Source: an optimization exercise on an open RTL-to-GDS flow (aim: small area and a short achievable clock period). Production flows keep margins and buffers that such runs may drop. RTL that was checked went through simulation tests only; none was proved equivalent to the original. For run 1, only the layout was checked, not whether the RTL still works. Power and IR drop assume default switching activity.

==> flow/design.v (outline; a module is shown in full before it is edited, if it fits) <==
// module pwl_transform_engine: 939 lines
module pwl_transform_engine (
  input  logic        clock,
  input  logic        rst_n,
  input  logic        tbl_wr,
  input  logic [3:0]  tbl_addr,
  input  logic [11:0] tbl_m,
  input  logic [11:0] tbl_c,
  input  logic        cal_begin,
  output logic        cal_busy,
  output logic        cal_valid,
  input  logic        in_valid,
  input  logic [11:0] indata,
  output logic        out_valid,
  output logic [11:0] outdata
);
  // ...
==> flow/flow/run.sh <==
#!/bin/bash
# The standard layout (standard.sh: unchanged synthesis and ORFS steps) with two changes
# to how the layout is made, both set on make's command line:
# - SETUP_SLACK_MARGIN (flow/margin.txt): ORFS's timing repair aims for this much setup slack
#   at the design's clock period;
# - CTS_ARGS (flow/cts_args.txt): clock tree synthesis options (no dummy loads, buffer list).
# make's full output goes to flow_make.log here; ORFS keeps each step's log under orfs/logs/.
set -euo pipefail
MARGIN=$(cat flow/margin.txt)
CTS=$(cat flow/cts_args.txt)
sed "s|^make -C|make SETUP_SLACK_MARGIN=$MARGIN 'CTS_ARGS=$CTS' -C|" standard.sh > standard_own.sh
bash standard_own.sh > flow_make.log 2>&1
==> flow/flow/cts_args.txt <==
-sink_clustering_enable -repair_clock_nets -dont_use_dummy_load -buf_list sky130_fd_sc_hd__clkbuf_8 -sink_clustering_size 12 -sink_clustering_max_diameter 80
==> flow/flow/margin.txt <==
6.5
==> flow/standard.sh <==
#!/bin/bash
# synth_recipe.tcl (not shown) runs the flow's synth.tcl, then flattens the netlist and writes it again
# the make line also repeats each setting of config.mk as NAME=value (left out here)
make -C /OpenROAD-flow-scripts/flow DESIGN_CONFIG=/design/flow/config.mk WORK_HOME=/design/flow/orfs CLKGATE_MAP_FILE= SYNTH_SCRIPT=/design/flow/synth_recipe.tcl "${@:-finish}"
==> flow/config.mk <==
export PLATFORM = sky130hd
export DESIGN_NAME = pwl_transform_engine
export DESIGN_NICKNAME = pwl_transform_engine
export VERILOG_FILES = /design/flow/design.v
export SDC_FILE = /design/flow/constraint.sdc
export NUM_CORES = 4
export LEC_CHECK = 0
export ABC_AREA = 1
export CAP_MARGIN = 20
export CORE_MARGIN = 2
export CORE_UTILIZATION = 60
export SLEW_MARGIN = 20
==> flow/constraint.sdc <==
create_clock -name core_clock -period 10.0 [get_ports {clock}]
set_input_delay 2.0000 -clock core_clock [delete_from_list [all_inputs] [get_ports {clock}]]
set_output_delay 2.0000 -clock core_clock [all_outputs]
set_load 0.01 [all_outputs]
==> qor.txt, run 1 <==
==============================================================================
Power per cell area                                                141 mW/mm^2
DP HPWL                                                                 142 mm
Result of the run                                     timing/DRC/antenna clean
Total clock buffers created by CTS                                         134
Total net switching power                                              2.00 mW
Largest area class, layout                                        sequential cells
Post-cts sizing count                                                      251
Total negative setup slack                                                0 ns
Static power due to leakage                                            26.4 nW
Busiest metal layer after global routing                                  met2
Unrepaired setup endpoints after global routing                           true
Flop2flop setup slack                                                  6.38 ns
Post-Synth Adder-Cell Area                                               5.00%
Synth area leaders                                                sky130_fd_sc_hd__dfxtp_1 (33%), sky130_fd_sc_hd__edfxtp_1 (21%), sky130_fd_sc_hd__nand2_1 (8.6%)
Post-synth cell types                                                       62
Clock network area share                                                 2.86%
Most used flip-flop cell after synthesis                          sky130_fd_sc_hd__dfxtp_1
Count of synthesis-stage warnings from yosys                                 5
Final Non-Filler Cells                                                    7611
Synth top cells by count                                          sky130_fd_sc_hd__nand2_1 (1317), sky130_fd_sc_hd__dfxtp_1 (943), sky130_fd_sc_hd__inv_1 (789)
Total Routing Usage GR                                                   42.2%
Clock tree from TritonCTS                                                built
Height of the chip                                                      313 um
Synth area leader                                                 sky130_fd_sc_hd__dfxtp_1
Share of synthesized cell area in and, or, nand and nor gates            14.9%
Total design power                                                     9.05 mW
Synthesized-area fraction occupied by ao, oa, aoi and oai cells          14.9%
==============================================================================
==> run 2, diff against run 1 <==
--- a/flow/design.v
+++ b/flow/design.v
@@ -143,18 +143,17 @@
       am_q[i] <= (pm_q[i] & {12{finm_q & pv_q[i]}}) | (am_q[i] & {12{holdm_q}});
       ac_q[i] <= (pc_q[i] & {12{fin_q & pv_q[i]}}) | (ac_q[i] & {12{hold_q}});
     end
     for (int i = 0; i < 15; i++)
       as_q[i] <= (sr_q[12*(14-i) +: 12] & {12{fin_q}}) | (as_q[i] & {12{hold_q}});
   end
   logic        v1_q, v2_q, v3_q;
   logic [11:0] x_q, m_q;
-  logic [15:0] ge_x, top, sel1, sel_q;
-  logic        zs_q;
+  logic [15:0] ge_x, top, sel1, sel_q, sels_q;
   logic        below;
   logic [11:0] m1;
   function automatic logic ge12(input logic [11:0] a, input logic [11:0] b);
     logic [11:0] g, p;
     logic [5:0]  g1, p1;
     logic [2:0]  g2, p2;
     g = a & ~b;
     p = a | ~b;
@@ -192,35 +191,35 @@
     for (int g = 0; g < 4; g++) m1 = m1 | (mg[g] & {12{gtop[g]}});
     for (int i = 0; i < 16; i++) top[i] = lt[i] & gtop[i/4];
     for (int i = 0; i < 16; i++) sel1[i] = vm_q & (below ? (i == 0) : top[i]);
   end
   always_ff @(posedge clock) begin
     x_q   <= indata;
     m_q   <= m1;
     sel_q <= sel1;
-    zs_q  <= below;
+    sels_q <= sel1 & {16{ge_x[0]}};
   end
   logic [11:0] off, c_sel, s_sel;
   logic [10:0] mag;
   logic        sgn;
   logic [12:0] pp0, pp1, pp2, pp3, pp4, pp5;
   logic        bo0, bo1, bo2, bo3, bo4, bo5, bt0, bt1, bt2, bt3, bt4, bt5;
   logic        bn0, bn1, bn2, bn3, bn4, bn5;
   logic [24:0] row0, row1, row2;
   logic [11:0] tlow;
   logic        c12, hz0, hz1, hn0, hn1;
   always_comb begin
     c_sel = '0;
     s_sel = '0;
     for (int i = 0; i < 16; i++) c_sel = c_sel | (ac_q[i] & {12{sel_q[i]}});
-    for (int i = 0; i < 15; i++) s_sel = s_sel | (as_q[i] & {12{sel_q[i]}});
+    for (int i = 0; i < 15; i++) s_sel = s_sel | (as_q[i] & {12{sels_q[i]}});
   end
-  assign mag = s_sel[10:0] & {11{~zs_q}};
-  assign sgn = s_sel[11] & ~zs_q;
+  assign mag = s_sel[10:0];
+  assign sgn = s_sel[11];
   logic sop0, sop1, sop2, sop3, sop4, sop5, sop6, sop7,
         sop8, sop9, sop10, sop11, sog0, sog1, sog2, sog3,
         sog4, sog5, sog6, sog7, sog8, sog9, sog10, sog11,
         soG0i, soG0_1, soG0_2, soP0_2, soG0_3, soP0_3, soG0_4, soP0_4,
         soG0_5, soP0_5, soG0_6, soP0_6, soG0_7, soP0_7, soG0_8, soP0_8,
         soG0_9, soP0_9, soG0_10, soP0_10, soG0_11, soP0_11, soG1_2, soG1_3,
         soG1_4, soP1_4, soG1_5, soP1_5, soG1_6, soP1_6, soG1_7, soP1_7,
         soG1_8, soP1_8, soG1_9, soP1_9, soG1_10, soP1_10, soG1_11, soP1_11,
==> flow/flow/cts_args.txt (replaced) <==
-sink_clustering_enable -repair_clock_nets -dont_use_dummy_load -buf_list sky130_fd_sc_hd__clkbuf_8
==> flow/flow/margin.txt (replaced) <==
6.7
==> qor.txt, run 2 <==
=====================================================================================
CTS clk-pin slew, worst paths                                                 0.06 ns
Synth area leader                                                        sky130_fd_sc_hd__dfxtp_1
Number of global-route vias before repair                                       44900
Unrepaired setup endpoints after global routing                                  true
Worst R2R Path Depth                                                                5
Number of setup violations in the final report                                      0
Combinational group share of total power                                         2.7%
Post-Route Hold Slack                                                        0.301 ns
Time the worst path needs with I/O delays and setup                           3.61 ns
Number of hold-repair buffers added at the cts stage                                0
Share of the synthesized area in the top cell type                              33.4%
Later-pin clock latency in the skew report                                    0.92 ns
Area of combinational cells with multiple inputs                          0.0228 mm^2
Synthesis-stage register bit count                                               1404
Share of cells above drive strength 1                                           14.9%
DRT iter0 DRCs                                                                   7029
Flop2flop setup slack                                                         6.39 ns   about the same
Relative contribution of sequential cells to total power                        58.6%
Std cell rows                                                                     113
Gate Count Post-Synth                                                            6041
Slack of the critical path                                                    6.39 ns
End of the worst register-to-register path                                  rd_m_q[9]
Die W                                                                          313 um
Total net switching power                                                     2.20 mW   +10%
First-pass GRT wire length                                                     298 mm
Detail-routed net length per standard cell                                    28.0 um
Worst endpoint required time                                                 10.46 ns
Aggregate routed wire length                                                   213 mm
Post-layout nets                                                                 6558
IO buf count                                                                       59
Setup crit start kind                                                       flip-flop
Clock root buffer                                                        sky130_fd_sc_hd__clkbuf_8
Path type of the worst min-delay path                                    flip-flop to flip-flop
Total negative setup slack                                                       0 ns   unchanged
Number of enable flip-flop cells after synthesis                                  409
Clock network fraction of design power                                          38.8%
Type of the setup path with the least slack                              flip-flop to flip-flop
Achievable Freq                                                             0.277 GHz
Height of the chip                                                             313 um   +0.11%
Met1 routed wirelength after detailed routing                                 80.9 mm
Initial standard-cell utilization of the core                                   60.5%
Final-report hold violation count                                                   0
Most used flip-flop cell after synthesis                                 sky130_fd_sc_hd__dfxtp_1
Total Routing Usage GR                                                          42.0%   -0.19 points
Critical Path End                                                           rd_m_q[9]
Count of pins over their slew limit                                                 0
Count of synthesis-stage warnings from yosys                                        5   unchanged
Internal power                                                                7.80 mW
DP HPWL                                                                        137 mm   -4.0%
Top routing layer used                                                           met5
Post-route ant nets                                                                 0
Slew margin rel.                                                                14.0%
Most used cells in the layout excluding fill and tap cells               sky130_fd_sc_hd__nand2_1 (1135), sky130_fd_sc_hd__dfxtp_1 (927), sky130_fd_sc_hd__inv_1 (737)
Filler cells                                                                     7344
Die area                                                                  0.0982 mm^2
Synth Net Count                                                                  6276
Worst-margin pin slew                                                         1.29 ns
Timing startpoint of the critical path                                        pv_q[8]
Number of max-cap violations                                                        0
Routed length on met3                                                         29.3 mm
Switching share of power                                                        22.0%
Sink Count                                                                       1404
Critical path data arrival time                                               4.06 ns
Area used by sequential logic in the layout                               0.0325 mm^2
Clock tree from TritonCTS                                                       built
Synth area leaders                                                       sky130_fd_sc_hd__dfxtp_1 (33%), sky130_fd_sc_hd__edfxtp_1 (21%), sky130_fd_sc_hd__nand2_1 (7.9%)
Syn avg cell area                                                           9.51 um^2
Most frequent standard cell in the layout excluding fill and tap cells   sky130_fd_sc_hd__nand2_1
Relative area change from synthesis to final layout                             15.3%
Routed wl met2                                                                87.5 mm
Maximum vdd ir drop                                                          0.144 mV
Worst slack at placement                                                      4.57 ns
Kind of end point of the critical path                                      flip-flop
Cell area after technology mapping                                        0.0574 mm^2
Total core area                                                           0.0949 mm^2
Post-synthesis sequential area ratio                                            56.4%
Clock skew                                                                  0.0925 ns
Total design power                                                            10.0 mW   +11%
Result of the run                                            timing/DRC/antenna clean
Post-synth cell types                                                              66   +6.5%
Number of iterations in the first detailed-routing pass                             7
Routability congestion estimate from global placement                            1.01
Share of flip-flops with an asynchronous set or reset                           2.71%
Power per cell area                                                       151 mW/mm^2   +7.4%
Synth top cells by count                                                 sky130_fd_sc_hd__nand2_1 (1215), sky130_fd_sc_hd__dfxtp_1 (957), sky130_fd_sc_hd__inv_1 (770)
Initial antenna violation count                                                    12
Maximum fanout along the worst path                                                19
Number of vias in the routed layout                                             48100
Level count of the clock H-tree                                                     4
Via-to-Cell Ratio                                                                6.33
Top-Level Pins                                                                     60
Maximum root-to-sink buffer count                                                   3
Utilization after layout                                                        69.8%
Total clock buffers created by CTS                                                213   +59%
Post-route DRC violation count                                                      0
Ratio of final minimum period to clock period                                   36.1%
Pin count of the biggest net entering global routing                              213
R2R Path Start                                                                pv_q[8]
Grt ovf                                                                             0
Static power due to leakage                                                   27.3 nW   +3.2%
Leading cell type by number of instances after synthesis                 sky130_fd_sc_hd__nand2_1
=====================================================================================
[run 2: kinds of logic (layout without fill, tap and decap cells)]
kind of cell / count (synthesis) / in the layout / synth area share, %
AOI/OAI and AO/OA: 1313 / 1313 / 15.2
xor gates and xnor gates: 132 / 132 / 2.05
adders and majority gates: 190 / 190 / 4.99
buffers and inverters: 1076 / 1344 / 7.31
DFF: 1404 / 1404 / 56.4
other: 0 / 12 / 0
and+or+nand+nor: 1926 / 1938 / 14.1
[run 2: area by class of cell]
class	instances	share of cell area (%)
Antenna cell	12	0.0453
Sequential cell	1404	49.0
Timing Repair inverter	11	0.145
Tap cell	1265	2.39
Clock buffer	213	4.43
Timing Repair Buffer	323	4.76
Inverter	797	4.82
Multi-Input combinational cell	3573	34.4
[run 2: timing repair]
| item | in CTS | in global routing |
|---|---|---|
| resized for setup | 351 | 334 |
| setup endpoints to repair | 367 | 263 |
| pin swaps | 63 | 123 |
| buffers inserted | 85 | 98 |
| gates cloned | 26 | 6 |
[run 2: power groups by stage]
stage	Sequential [mW]	Combinational, mW	Clock (mW)
after floorplan	5.98	0.0769	0
after global placement	5.98	0.166	0
after detailed placement	5.98	0.167	0
after CTS	5.86	0.230	3.88
after global routing	5.85	0.268	4.11
final	5.86	0.267	3.88
[run 2: worst min-delay path by stage]
stage	to	depth (start not counted)	slack, ns	from
CTS	sr_q[26]	0	0.29	sr_q[25]
global placement	sr_q[118]	0	0.33	sr_q[117]
global route	sr_q[26]	0	0.31	sr_q[25]
finish	sr_q[173]	0	0.30	sr_q[172]
floorplan	sr_q[147]	0	0.33	sr_q[146]
detailed placement	sr_q[177]	0	0.34	sr_q[176]
[run 2: metal layers]
layer | vias up | track usage [%]
met3 | 802 | 13.4
li1 | 21100 | -
met1 | 22800 | 56.2
met5 | - | 0
met4 | 8 | 23.4
met2 | 3314 | 60.6
[run 2: worst max-delay path, cell delays in order (launching register included)]
cell and delay, ns:
sky130_fd_sc_hd__dfrtp_1 0.69, sky130_fd_sc_hd__nand2_1 0.18, sky130_fd_sc_hd__buf_4 0.45, sky130_fd_sc_hd__inv_1 0.36
sky130_fd_sc_hd__a221oi_1 0.67, sky130_fd_sc_hd__nand4_1 0.79
[run 2: stage by stage]
stage | instance area [um^2] | instances
2_1_floorplan | 57700 | 6041
3_3_place_gp | 59200 | 7154
3_5_place_dp | 59200 | 7156
4_1_cts | 64100 | 7480
5_1_grt | 66200 | 7589
6_report | 66200 | 7598
==> run 3, diff against run 2 <==
==> flow/flow/margin.txt (replaced) <==
6.5
--- a/flow/config.mk
+++ b/flow/config.mk
@@ -8,5 +8,5 @@
 export ABC_AREA = 1
 export CAP_MARGIN = 20
 export CORE_MARGIN = 2
-export CORE_UTILIZATION = 60
+export CORE_UTILIZATION = 70
 export SLEW_MARGIN = 20
==> qor.txt, run 3 <==
=====================================================================================
Result of the run                                            timing/DRC/antenna clean
Top-Level Pins                                                                     60   unchanged
Std cell rows                                                                     105   -7.1%
Total Routing Usage GR                                                          48.6%   +6.5 points
Detail-routed net length per standard cell                                    29.1 um   +3.9%
Utilization after layout                                                        78.3%   +8.4 points
Switching share of power                                                        21.9%   -0.10 points
Syn avg cell area                                                           9.51 um^2   unchanged
Share of flip-flops with an asynchronous set or reset                           2.71%   unchanged
Path type of the worst min-delay path                                    flip-flop to flip-flop
Beginning of the worst hold path                                            sr_q[161]
First-pass GRT wire length                                                     298 mm   about the same
Cell depth of the worst hold path                                                   0   unchanged
Power per cell area                                                       155 mW/mm^2   +2.6%
Cell area after placement                                                 0.0589 mm^2   -0.59%
Maximum root-to-sink buffer count                                                   3   unchanged
Total negative setup slack                                                       0 ns   unchanged
Static power due to leakage                                                   26.5 nW   -3.0%
Sink Count                                                                       1404   unchanged
Kind of end point of the critical path                                      flip-flop
Synth area leaders                                                       sky130_fd_sc_hd__dfxtp_1 (33%), sky130_fd_sc_hd__edfxtp_1 (21%), sky130_fd_sc_hd__nand2_1 (7.9%)
Synth area leader                                                        sky130_fd_sc_hd__dfxtp_1
Share of cells above drive strength 1                                           10.9%   -4.0 points
Number of global-route vias before repair                                       46900   +4.4%
Clock tree from TritonCTS                                                       built
Share of the synthesized area in the top cell type                              33.4%   unchanged
Leading cell type by number of instances after synthesis                 sky130_fd_sc_hd__nand2_1
Synth Net Count                                                                  6276   unchanged
Setup crit start kind                                                       flip-flop
Worst endpoint required time                                                 10.56 ns   +0.10 ns
Total net switching power                                                     2.17 mW   -1.4%
DRT iter0 DRCs                                                                   8635   +23%
Maximum fanout along the worst path                                                22   +3
Post-route DRC violation count                                                      0   unchanged
Number of iterations in the first detailed-routing pass                            14   +7
Pin count of the biggest net entering global routing                              193   -9.4%
R2R Path Start                                                               pv_q[13]
Worst-margin pin slew                                                         1.32 ns   +0.0357 ns
Internal power                                                                7.74 mW   -0.80%
Final Cell Area                                                           0.0640 mm^2   -3.5%
Final-report hold violation count                                                   0   unchanged
Total design power                                                            9.91 mW   -0.93%
Level count of the clock H-tree                                                     4   unchanged
Synth top cells by count                                                 sky130_fd_sc_hd__nand2_1 (1215), sky130_fd_sc_hd__dfxtp_1 (957), sky130_fd_sc_hd__inv_1 (770)
Achievable Freq                                                             0.270 GHz   -2.4%
Critical path data arrival time                                               4.25 ns   +0.19 ns
DP HPWL                                                                        137 mm   about the same
Number of setup violations in the final report                                      0   unchanged
Later-pin clock latency in the skew report                                    1.00 ns   +0.08 ns
Number of vias in the routed layout                                             49600   +3.2%
Synthesis-stage register bit count                                               1404   unchanged
Cell area after technology mapping                                        0.0574 mm^2   unchanged
Worst R2R Path Depth                                                                4   -1
Post-synthesis sequential area ratio                                            56.4%   unchanged
Initial standard-cell utilization of the core                                   70.3%   +9.7 points
Post-synth cell types                                                              66   unchanged
Post-Route Hold Slack                                                        0.301 ns   -0.000549 ns
Clock network fraction of design power                                          38.5%   -0.3 points
Initial antenna violation count                                                    21   +9
Time the worst path needs with I/O delays and setup                           3.70 ns   +0.0897 ns
Gate Count Post-Synth                                                            6041   unchanged
Post-route ant nets                                                                 0   unchanged
Most used flip-flop cell after synthesis                                 sky130_fd_sc_hd__dfxtp_1
Total clock buffers created by CTS                                                207   -2.8%
Ratio of final minimum period to clock period                                   37.0%   +0.90 points
Height of the chip                                                             290 um   -7.3%
Die W                                                                          290 um   -7.3%
Via-to-Cell Ratio                                                                6.80   +7.4%
Number of enable flip-flop cells after synthesis                                  409   unchanged
Routability congestion estimate from global placement                            1.04   +3.2%
Type of the setup path with the least slack                              flip-flop to flip-flop
Unrepaired setup endpoints after global routing                                  true
Most frequent standard cell in the layout excluding fill and tap cells   sky130_fd_sc_hd__nand2_1
Total core area                                                           0.0817 mm^2   -14%
Worst Hold Endpoint                                                         sr_q[162]
Aggregate routed wire length                                                   213 mm   -0.15%
Die area                                                                  0.0844 mm^2   -14%
End of the worst register-to-register path                                  rd_m_q[3]
Slew margin rel.                                                                11.7%   -2.3 points
Maximum vdd ir drop                                                          0.170 mV   +18%
Relative area change from synthesis to final layout                             11.4%
Combinational group share of total power                                         2.4%   -0.3 points
CTS clk-pin slew, worst paths                                                 0.06 ns   about the same
Count of pins over their slew limit                                                 0   unchanged
Grt ovf                                                                             0   unchanged
Clock skew                                                                   0.142 ns   +0.0499 ns
Flop2flop setup slack                                                         6.30 ns   -0.09 ns
Post-layout nets                                                                 6453   -1.6%
Most used cells in the layout excluding fill and tap cells               sky130_fd_sc_hd__nand2_1 (1171), sky130_fd_sc_hd__dfxtp_1 (937), sky130_fd_sc_hd__inv_1 (753)
Relative contribution of sequential cells to total power                        59.1%   +0.5 points
Count of synthesis-stage warnings from yosys                                        5   unchanged
IO buf count                                                                       59   unchanged
Clock root buffer                                                        sky130_fd_sc_hd__clkbuf_8
Number of max-cap violations                                                        0   unchanged
=====================================================================================
==> run 3: cell count changes in the layout (fill, tap and decap cells not counted), moves of 22 or more <==
cell,before,now
sky130_fd_sc_hd__buf_6,30,4
sky130_fd_sc_hd__nand3_1,311,334
sky130_fd_sc_hd__nor2_4,51,27
sky130_fd_sc_hd__nand2_1,1135,1171
sky130_fd_sc_hd__buf_4,201,152
sky130_fd_sc_hd__nand2_2,56,34
==> run 3: cell type report <==
cell class / instances / area, um^2
flip-flops and latches: 1404 / 32400
multi-input cells: 3567 / 21900
fillers: 5187 / 17800
inverters: 797 / 3220
clock buffers: 207 / 2850
repair buffers: 233 / 2140
well taps: 1070 / 1340
repair inverters: 8 / 72.6
diodes: 15 / 37.5
==> run 3: power groups by stage <==
stage	logic [mW]	clock network, mW	registers [mW]
2_1_floorplan	0.0748	0	5.98
3_3_place_gp	0.158	0	5.98
3_5_place_dp	0.160	0	5.98
4_1_cts	0.201	3.77	5.86
5_1_grt	0.239	3.99	5.86
6_report	0.238	3.81	5.86
==> run 3: kinds of logic (layout without fill, tap and decap cells) <==
group                    Yosys count  after routing  share of synthesized area [%]
buffers and inverters           1076           1245                           7.31
adder cells (fa/ha/maj)          190            190                           4.99
other                              0             15                              0
XOR/XNOR                         132            132                           2.05
AND/OR/NAND/NOR                 1926           1932                           14.1
flip-flops                      1404           1404                           56.4
AO/OA/AOI/OAI                   1313           1313                           15.2
==> run 3: worst max-delay path: stages, from the launching register on <==
cell and delay, ns:
sky130_fd_sc_hd__dfrtp_1 0.56, sky130_fd_sc_hd__nand2_2 0.99, sky130_fd_sc_hd__o22ai_1 0.55, sky130_fd_sc_hd__a221oi_1 0.63, sky130_fd_sc_hd__nand4_1 0.58
==> run 3: repair_timing <==
item	4_1_cts	5_1_grt
hold buffers	0	0
cloned	11	8
gates resized for setup	212	162
setup endpoints to repair	184	156
pin swaps	26	44
buffers inserted	52	44
==> run 3: metrics by stage <==
stage	setup WS [ns]	instances
after floorplan	6.15	6041
after global placement	4.47	6964
after detailed placement	4.49	6964
after CTS	6.41	7234
after global routing	6.37	7287
final	6.30	7301
==> run 3: worst max-delay path by stage <==
stage	start	end	slack [ns]	depth (start not counted)
2_1_floorplan	tbl_addr[0]	pc_q[12][0]	6.15	4
3_3_place_gp	indata[1]	m_q[6]	4.47	15
3_5_place_dp	indata[1]	m_q[6]	4.49	15
4_1_cts	tbl_addr[1]	pc_q[1][3]	6.41	6
5_1_grt	sels_q[7]	r2_q[9]	6.37	12
6_report	pv_q[13]	rd_m_q[3]	6.30	4
==> run 3: metal layers <==
| layer | share of wire [%] | track usage, % |
|---|---|---|
| met1 | 34 | 60.9 |
| met5 | 0.083 | 0.510 |
| met2 | 41 | 69.6 |
| met4 | 8.9 | 33.5 |
| met3 | 16 | 18.5 |
==> run 4, diff against run 3 <==
--- a/flow/config.mk
+++ b/flow/config.mk
@@ -8,5 +8,5 @@
 export ABC_AREA = 1
 export CAP_MARGIN = 20
 export CORE_MARGIN = 2
-export CORE_UTILIZATION = 70
+export CORE_UTILIZATION = 60
 export SLEW_MARGIN = 20
==> qor.txt, run 4 <==
=====================================================================================
Total Routing Usage GR                                                          40.8%   -7.7 points
Number of setup violations in the final report                                      0   unchanged
Static power due to leakage                                                   26.4 nW   -0.25%
Routability congestion estimate from global placement                            1.02   -1.7%
Utilization after layout                                                        67.6%   -11 points
Result of the run                                            timing/DRC/antenna clean
Number of enable flip-flop cells after synthesis                                  409   unchanged
Share of flip-flops with an asynchronous set or reset                           2.71%   unchanged
Power per cell area                                                       155 mW/mm^2   +0.11%
End of the worst register-to-register path                                   r2_q[11]
Unrepaired setup endpoints after global routing                                  true
Sink Count                                                                       1404   unchanged
Count of pins over their slew limit                                                 0   unchanged
Crit-path most repeated cell                                             sky130_fd_sc_hd__inv_1
Std cell rows                                                                     113   +7.6%
Most used flip-flop cell after synthesis                                 sky130_fd_sc_hd__dfxtp_1
Number of vias in the routed layout                                             47400   -4.5%
Maximum root-to-sink buffer count                                                   3   unchanged
Post-route ant nets                                                                 0   unchanged
Clock tree from TritonCTS                                                       built
Synth top cells by count                                                 sky130_fd_sc_hd__nand2_1 (1215), sky130_fd_sc_hd__dfxtp_1 (957), sky130_fd_sc_hd__inv_1 (770)
Timing startpoint of the critical path                                         m_q[4]
Clock root buffer                                                        sky130_fd_sc_hd__clkbuf_8
Maximum vdd ir drop                                                          0.134 mV   -21%
Most used cells in the layout excluding fill and tap cells               sky130_fd_sc_hd__nand2_1 (1177), sky130_fd_sc_hd__dfxtp_1 (938), sky130_fd_sc_hd__inv_1 (754)
Kind of end point of the critical path                                      flip-flop
Critical path's largest stage delay                                           0.55 ns   -0.44 ns
Post-synth cell types                                                              66   unchanged
Worst R2R Path Depth                                                               16   +12
Synth area leaders                                                       sky130_fd_sc_hd__dfxtp_1 (33%), sky130_fd_sc_hd__edfxtp_1 (21%), sky130_fd_sc_hd__nand2_1 (7.9%)
Gate Count Post-Synth                                                            6041   unchanged
Slew margin rel.                                                                6.41%   -5.3 points
Height of the chip                                                             313 um   +7.9%
Share of the synthesized area in the top cell type                              33.4%   unchanged
Filler cells                                                                     7659   +48%
Total clock buffers created by CTS                                                213   +2.9%
Setup crit start kind                                                       flip-flop
Worst slack at placement                                                      4.15 ns   -0.341 ns
Aggregate routed wire length                                                   206 mm   -3.0%
Number of iterations in the first detailed-routing pass                             6   -8
Clock skew                                                                   0.112 ns   -0.0301 ns
Critical path data arrival time                                               4.27 ns   +0.02 ns
Post-route DRC violation count                                                      0   unchanged
First-pass GRT wire length                                                     291 mm   -2.5%
Leading cell type by number of instances after synthesis                 sky130_fd_sc_hd__nand2_1
Flop2flop setup slack                                                         6.42 ns   +0.12 ns
Synth Net Count                                                                  6276   unchanged
Die area                                                                  0.0982 mm^2   +16%
Cell area after technology mapping                                        0.0574 mm^2   unchanged
Later-pin clock latency in the skew report                                    0.91 ns   -0.09 ns
IO buf count                                                                       59   unchanged
Die W                                                                          313 um   +7.9%
Post-synthesis sequential area ratio                                            56.4%   unchanged
Type of the setup path with the least slack                              flip-flop to flip-flop
Share of cells above drive strength 1                                           10.4%   -0.47 points
Pin count of the biggest net entering global routing                              246   +27%
Initial antenna violation count                                                    16   -24%
Highest-delay cell along the critical path                               sky130_fd_sc_hd__fa_1
Initial standard-cell utilization of the core                                   60.5%   -9.7 points
Detail-routed net length per standard cell                                    27.5 um   -5.6%
Critical Path End                                                            r2_q[11]
Most frequent standard cell in the layout excluding fill and tap cells   sky130_fd_sc_hd__nand2_1
Worst-margin pin slew                                                         1.40 ns   +0.0822 ns
Total core area                                                           0.0949 mm^2   +16%
Series of cell instances along the critical path                         inv_1 > ha_4 > inv_1 > o21ai_0 > nand3_1 > nand3_4 > a21oi_1 > or2_2 > nand2_4 > clkinvlp_4 > nand2_2 > nand2_1 > xor2_1 > fa_1 > inv_1 > fa_1
DRT iter0 DRCs                                                                   7113   -18%
Grt ovf                                                                             0   unchanged
Number of cells in the design after placement                                    7157   +2.8%
Top-Level Pins                                                                     60   unchanged
Path type of the worst min-delay path                                    flip-flop to flip-flop
Final-report hold violation count                                                   0   unchanged
Relative area change from synthesis to final layout                             11.7%
Synth area leader                                                        sky130_fd_sc_hd__dfxtp_1
Post-layout nets                                                                 6453   unchanged
Worst endpoint required time                                                 10.69 ns   +0.13 ns
Slack of the critical path                                                    6.42 ns   +0.122 ns
Final Non-Filler Cells                                                           7498   +2.7%
Total negative setup slack                                                       0 ns   unchanged
Achievable Freq                                                             0.280 GHz   +3.4%
Syn avg cell area                                                           9.51 um^2   unchanged
Count of synthesis-stage warnings from yosys                                        5   unchanged
Maximum fanout along the worst path                                                 7   -68%
Level count of the clock H-tree                                                     4   unchanged
Synthesis-stage register bit count                                               1404   unchanged
Via-to-Cell Ratio                                                                6.32   -7.0%
DP HPWL                                                                        135 mm   -0.94%
Number of max-cap violations                                                        0   unchanged
CTS clk-pin slew, worst paths                                                 0.06 ns   about the same
Ratio of final minimum period to clock period                                   35.8%   -1.2 points
Time the worst path needs with I/O delays and setup                           3.58 ns   -0.122 ns
Number of global-route vias before repair                                       44100   -5.9%
R2R Path Start                                                                 m_q[4]
Post-Route Hold Slack                                                        0.289 ns   -0.0112 ns
=====================================================================================
-- run 4: changes by cell type in the layout (fill, tap and decap cells not counted), sizes merged --
cell / change
buf: -7
clkinvlp: -2
inv: +1
clkdlybuf4s50: +1
dlygate4sd2: +1
bufinv: +1
dlymetal6s2s: -2
clkbuf: +7
bufbuf: +1
diode: +2
clkdlybuf4s15: -1
-- run 4: metrics by stage --
step / cell area (um^2) / power, mW
final: 64200 / 9.95
after global routing: 64100 / 10.2
after CTS: 63200 / 9.93
after detailed placement: 59100 / 6.14
after global placement: 59100 / 6.14
after floorplan: 57600 / 6.05
-- run 4: how the worst min path moves through the flow --
stage | slack [ns] | end | depth (start not counted) | from
floorplan | 0.33 | sr_q[147] | 0 | sr_q[146]
global placement | 0.33 | sr_q[86] | 0 | sr_q[85]
detailed placement | 0.34 | sr_q[162] | 0 | sr_q[161]
CTS | 0.29 | sr_q[152] | 0 | sr_q[151]
global route | 0.30 | sr_q[50] | 0 | sr_q[49]
finish | 0.29 | sr_q[152] | 0 | sr_q[151]
-- run 4: report_power, final --
part | internal (mW) | switching, mW | leakage [nW]
Clock | 1.86 | 1.99 | 1.53
Combinational | 0.0711 | 0.165 | 12.9
Sequential | 5.86 | 0.00266 | 12.0
Total | 7.79 | 2.16 | 26.4
-- run 4: routing by layer --
metal / vias up / wire length [um] / GRT usage [%]
li1: 20900 / - / -
met1: 22500 / 79800 / 55.5
met2: 3260 / 85600 / 58.8
met3: 683 / 28600 / 13.0
met4: 6 / 12300 / 20.8
met5: - / 103 / 0
-- run 4: timing repair --
action / CTS / global route
setup endpoints to repair: 225 / 161
gates cloned: 13 / 6
pin swaps: 24 / 34
gates resized for setup: 217 / 120
buffers inserted: 39 / 52
hold buffers: 0 / 0
-- run 4: critical path: cells and delay by family, from the launching register on --
kind | cells | cell delay, ns
buf+inv | 4 | 0.42
simple gates | 6 | 0.89
compound gates | 2 | 0.25
flops | 1 | 0.37
xor+xnor | 1 | 0.15
fa+ha+maj | 3 | 1.33
-- run 4: area by class of cell --
type,count,area [um^2],share of cell area [%]
diodes,17,42.5,0.0663
clock buffers,213,2930,4.57
inverters,797,3210,5.00
multi-input cells,3567,21800,33.9
flip-flops and latches,1404,32400,50.6
well taps,1265,1580,2.47
repair buffers,227,2110,3.29
repair inverters,8,70.1,0.109
-- run 4: cells by family after synthesis --
family / after synthesis / synth area share [%]
AO/OA/AOI/OAI: 1313 / 15.2
XOR/XNOR: 132 / 2.05
adder cells (fa/ha/maj): 190 / 4.99
buffers and inverters: 1076 / 7.31
flip-flops: 1404 / 56.4
AND/OR/NAND/NOR: 1926 / 14.1

## what the ideal ports hide
The flow's constraints put no driver on any port. The routed layouts listed below were extracted and timed again, unchanged, in two steps. Step 1 (the two cells are an assumption about what drives the block):
set clk [get_ports {clock}]
set_driving_cell -lib_cell sky130_fd_sc_hd__clkbuf_16 $clk
set_driving_cell -lib_cell sky130_fd_sc_hd__buf_2 [delete_from_list [all_inputs] $clk]
Step 2, shift: input delay + t, output delay - t, t = (earliest + latest rising clock arrival at the registers) / 2. This alone moves slack from input paths to output paths. a / b / c = no drivers / after step 1 / after step 2; a / b = the first two.
run	shift t [ns]	setup slack, ns	worst setup path at the end	worst data-port slew with drivers (ns)
run 1	0.905	6.385 / 6.385 / 5.658	input to register	0.08
run 2	0.946	6.392 / 6.392 / 5.662	input to register	0.11
run 3	1.004	6.302 / 6.302 / 5.591	input to register	0.08
run 4	0.938	6.424 / 6.424 / 5.612	input to register	0.10
After both steps setup and hold are still met in every run listed. The setup slack of run 4, which loses most, moves by 0.000 ns with the drivers and by -0.812 ns with both steps.
